Context: an optimization exercise on an open-source flow, tuned for small area. The choices shown serve that exercise and are no tape-out recipe. The RTL was checked by simulation tests, not by an equivalence proof against the original design. The flow treats the clock pin as an ideal source, which a real chip does not have. Power and IR drop assume default switching activity.

Design attn_input_loader, start of the top module:
module attn_input_loader #(
    parameter int unsigned TIMEOUT_CYCLES = 1024
) (
    input  logic         clk,
    input  logic         rst,
    input  logic [15:0]  in_data,
    input  logic         in_valid,
    input  logic         in_last,
    output logic         in_ready,
    output logic [511:0] key,
    output logic [511:0] query,
    output logic [511:0] value,
    output logic         en,
    input  logic         all_done,
    output logic         busy,
    output logic [6:0]   word_cnt,
    output logic         frame_done,
    output logic         frame_err,
    output logic         timeout
);
clock: 5.0 ns
lec_check: 0
cap_margin: 20
core_area: 5 5 305 305
die_area: 0 0 310 310
slew_margin: 20
standard.sh (not shown) runs the stock make flow with config.mk's settings and CLKGATE_MAP_FILE= SYNTH_SCRIPT=/design/flow/synth_recipe.tcl, a recipe that flattens the netlist after the stock synthesis.
==> flow/flow/run.sh <==
#!/bin/bash
# The standard layout, with these changes:
#  - each port gets a buf_1 (the smallest buffer) instead of buffer_ports' default cell;
#  - the IO placer may put pins on every routing track, which a small die needs for the
#    1570 ports;
#  - clock tree synthesis uses clkbuf_16 with larger sink clusters and no dummy loads.
set -euo pipefail
CTS="-sink_clustering_enable -repair_clock_nets -dont_use_dummy_load"
CTS+=" -buf_list sky130_fd_sc_hd__clkbuf_16 -sink_clustering_size 32 -sink_clustering_max_diameter 70"
bash standard.sh \
  "BUFFER_PORTS_ARGS=-buffer_cell sky130_fd_sc_hd__buf_1" \
  "PLACE_PINS_ARGS=-min_distance 1 -min_distance_in_tracks" \
  "CTS_ARGS=$CTS" \
  finish > make_finish.log 2>&1
The baseline went through all stages and came out clean.
Change:
==> flow/flow/run.sh (replaced) <==
#!/bin/bash
# The standard layout, with these changes:
#  - each port gets a buf_1 (the smallest buffer) instead of buffer_ports' default cell;
#  - the IO placer may put pins on every routing track, which a small die needs for the
#    1570 ports;
#  - clock tree synthesis drives sink clusters of up to 19 flip-flops with clkbuf_8, the
#    levels above with clkbuf_16, and adds no dummy loads;
#  - repair steps buffer with buf_4 and smaller (flow/limit_bufs.tcl).
set -euo pipefail
L="$PWD/flow/limit_bufs.tcl"
CTS="-sink_clustering_enable -repair_clock_nets -dont_use_dummy_load"
CTS+=" -buf_list {sky130_fd_sc_hd__clkbuf_8 sky130_fd_sc_hd__clkbuf_16}"
CTS+=" -root_buf sky130_fd_sc_hd__clkbuf_16 -sink_clustering_buffer sky130_fd_sc_hd__clkbuf_8"
CTS+=" -sink_clustering_size 19 -sink_clustering_max_diameter 85"
bash standard.sh \
  "BUFFER_PORTS_ARGS=-buffer_cell sky130_fd_sc_hd__buf_1" \
  "PLACE_PINS_ARGS=-min_distance 1 -min_distance_in_tracks" \
  "CTS_ARGS=$CTS" \
  "PRE_GLOBAL_PLACE_TCL=$L" "PRE_RESIZE_TCL=$L" "PRE_CTS_TCL=$L" "PRE_GLOBAL_ROUTE_TCL=$L" \
  finish > make_finish.log 2>&1
==> flow/flow/limit_bufs.tcl (new file) <==
# Keeps the placement, resizing, CTS and global-route repairs from buffering with cells larger
# than buf_4: the enable net of the 1536 data flip-flops then gets a tree of small buffers.
set_dont_use {sky130_fd_sc_hd__buf_6 sky130_fd_sc_hd__buf_8 sky130_fd_sc_hd__buf_12 sky130_fd_sc_hd__buf_16 sky130_fd_sc_hd__bufinv_8 sky130_fd_sc_hd__bufinv_16 sky130_fd_sc_hd__bufbuf_8 sky130_fd_sc_hd__bufbuf_16}
Fmax fell by 2.9%.
Setup slack loses 81 ps.
Core utilization fell by 0.45 points.
Register-to-register slack gets worse by 230 ps.
Flip-flop and latch count is unchanged.
Change:
==> flow/flow/run.sh (replaced) <==
#!/bin/bash
# The standard layout, with these changes:
#  - each port gets a buf_1 (the smallest buffer) instead of buffer_ports' default cell;
#  - the IO placer may put pins on every routing track, which a small die needs for the
#    1570 ports;
#  - clock tree synthesis drives sink clusters of up to 20 flip-flops with clkbuf_8, the
#    levels above with clkbuf_16, and adds no dummy loads.
set -euo pipefail
CTS="-sink_clustering_enable -repair_clock_nets -dont_use_dummy_load"
CTS+=" -buf_list {sky130_fd_sc_hd__clkbuf_8 sky130_fd_sc_hd__clkbuf_16}"
CTS+=" -root_buf sky130_fd_sc_hd__clkbuf_16 -sink_clustering_buffer sky130_fd_sc_hd__clkbuf_8"
CTS+=" -sink_clustering_size 20 -sink_clustering_max_diameter 60"
bash standard.sh \
  "BUFFER_PORTS_ARGS=-buffer_cell sky130_fd_sc_hd__buf_1" \
  "PLACE_PINS_ARGS=-min_distance 1 -min_distance_in_tracks" \
  "CTS_ARGS=$CTS" \
  finish > make_finish.log 2>&1
removed: flow/flow/limit_bufs.tcl
Outcome: Worst setup slack improves by 69 ps; cell area went up by 0.49%; critical path depth went down by 2; clock power went up by about 5.4%; die area stays the same; worst hold slack degrades by 63 ps; core utilization went up by 0.31 points; non-clock buffer count went down by 26; global-route usage went down by 1.4 points.
Change:
--- a/flow/flow/run.sh
+++ b/flow/flow/run.sh
@@ -5,6 +5,8 @@
 #    1570 ports;
 #  - clock tree synthesis drives sink clusters of up to 20 flip-flops with clkbuf_8, the
-#    levels above with clkbuf_16, and adds no dummy loads.
+#    levels above with clkbuf_16, and adds no dummy loads;
+#  - repair steps buffer with buf_4 and smaller (flow/limit_bufs.tcl).
 set -euo pipefail
+L="$PWD/flow/limit_bufs.tcl"
 CTS="-sink_clustering_enable -repair_clock_nets -dont_use_dummy_load"
 CTS+=" -buf_list {sky130_fd_sc_hd__clkbuf_8 sky130_fd_sc_hd__clkbuf_16}"
@@ -15,3 +17,4 @@
   "PLACE_PINS_ARGS=-min_distance 1 -min_distance_in_tracks" \
   "CTS_ARGS=$CTS" \
+  "PRE_GLOBAL_PLACE_TCL=$L" "PRE_RESIZE_TCL=$L" "PRE_CTS_TCL=$L" "PRE_GLOBAL_ROUTE_TCL=$L" \
   finish > make_finish.log 2>&1
==> flow/flow/limit_bufs.tcl (new file) <==
# Keeps the placement, resizing, CTS and global-route repairs from buffering with cells larger
# than buf_4: the enable net of the 1536 data flip-flops then gets a tree of small buffers.
set_dont_use {sky130_fd_sc_hd__buf_6 sky130_fd_sc_hd__buf_8 sky130_fd_sc_hd__buf_12 sky130_fd_sc_hd__buf_16 sky130_fd_sc_hd__bufinv_8 sky130_fd_sc_hd__bufinv_16 sky130_fd_sc_hd__bufbuf_8 sky130_fd_sc_hd__bufbuf_16}
Combinational power hardly moves.
Flip-flop and latch count stays the same.
Final cell count rises by 0.53%.
Fmax drops by 1.6%.
Setup slack loses 42 ps.
Count of clock-buffer cells in the layout decreases by 2.
Routed wire length rises by 4.7%.

-- static timing again, ports no longer ideal --
In the flow no input, the clock included, has a driving cell. The finished layouts below were timed again as built, in two steps.
Step 1 (the two cells are an assumption about what drives the block):
set clk [get_ports {clk}]
set_driving_cell -lib_cell sky130_fd_sc_hd__clkbuf_16 $clk
set_driving_cell -lib_cell sky130_fd_sc_hd__buf_2 [delete_from_list [all_inputs] $clk]
Step 2 moves the port delays by t, midway between the first and last clock arrival at a register: inputs arrive t later, outputs are due t later. That takes back most of the time a late clock gives input paths.
a / b / c = no drivers / after step 1 / after step 2; a / b = the first two.
run	t, ns	setup WS [ns]	worst hold slack (ns)	worst setup path at the end	cell pins on the clock port's net
the first run	0.663	2.333 / 2.272 / 1.746	0.351 / 0.351 / 0.351	input to register	1
the second run	0.690	2.253 / 2.208 / 1.519	0.355 / 0.355 / 0.355	input to register	1
the third run	0.682	2.322 / 2.258 / 1.707	0.293 / 0.293 / 0.293	input to register	1
the fourth run	0.681	2.279 / 2.218 / 1.537	0.315 / 0.315 / 0.315	input to register	1
After both steps setup and hold are still met in every run listed. The setup slack of the fourth run, which loses most, moves by -0.061 ns with the drivers and by -0.742 ns with both steps.
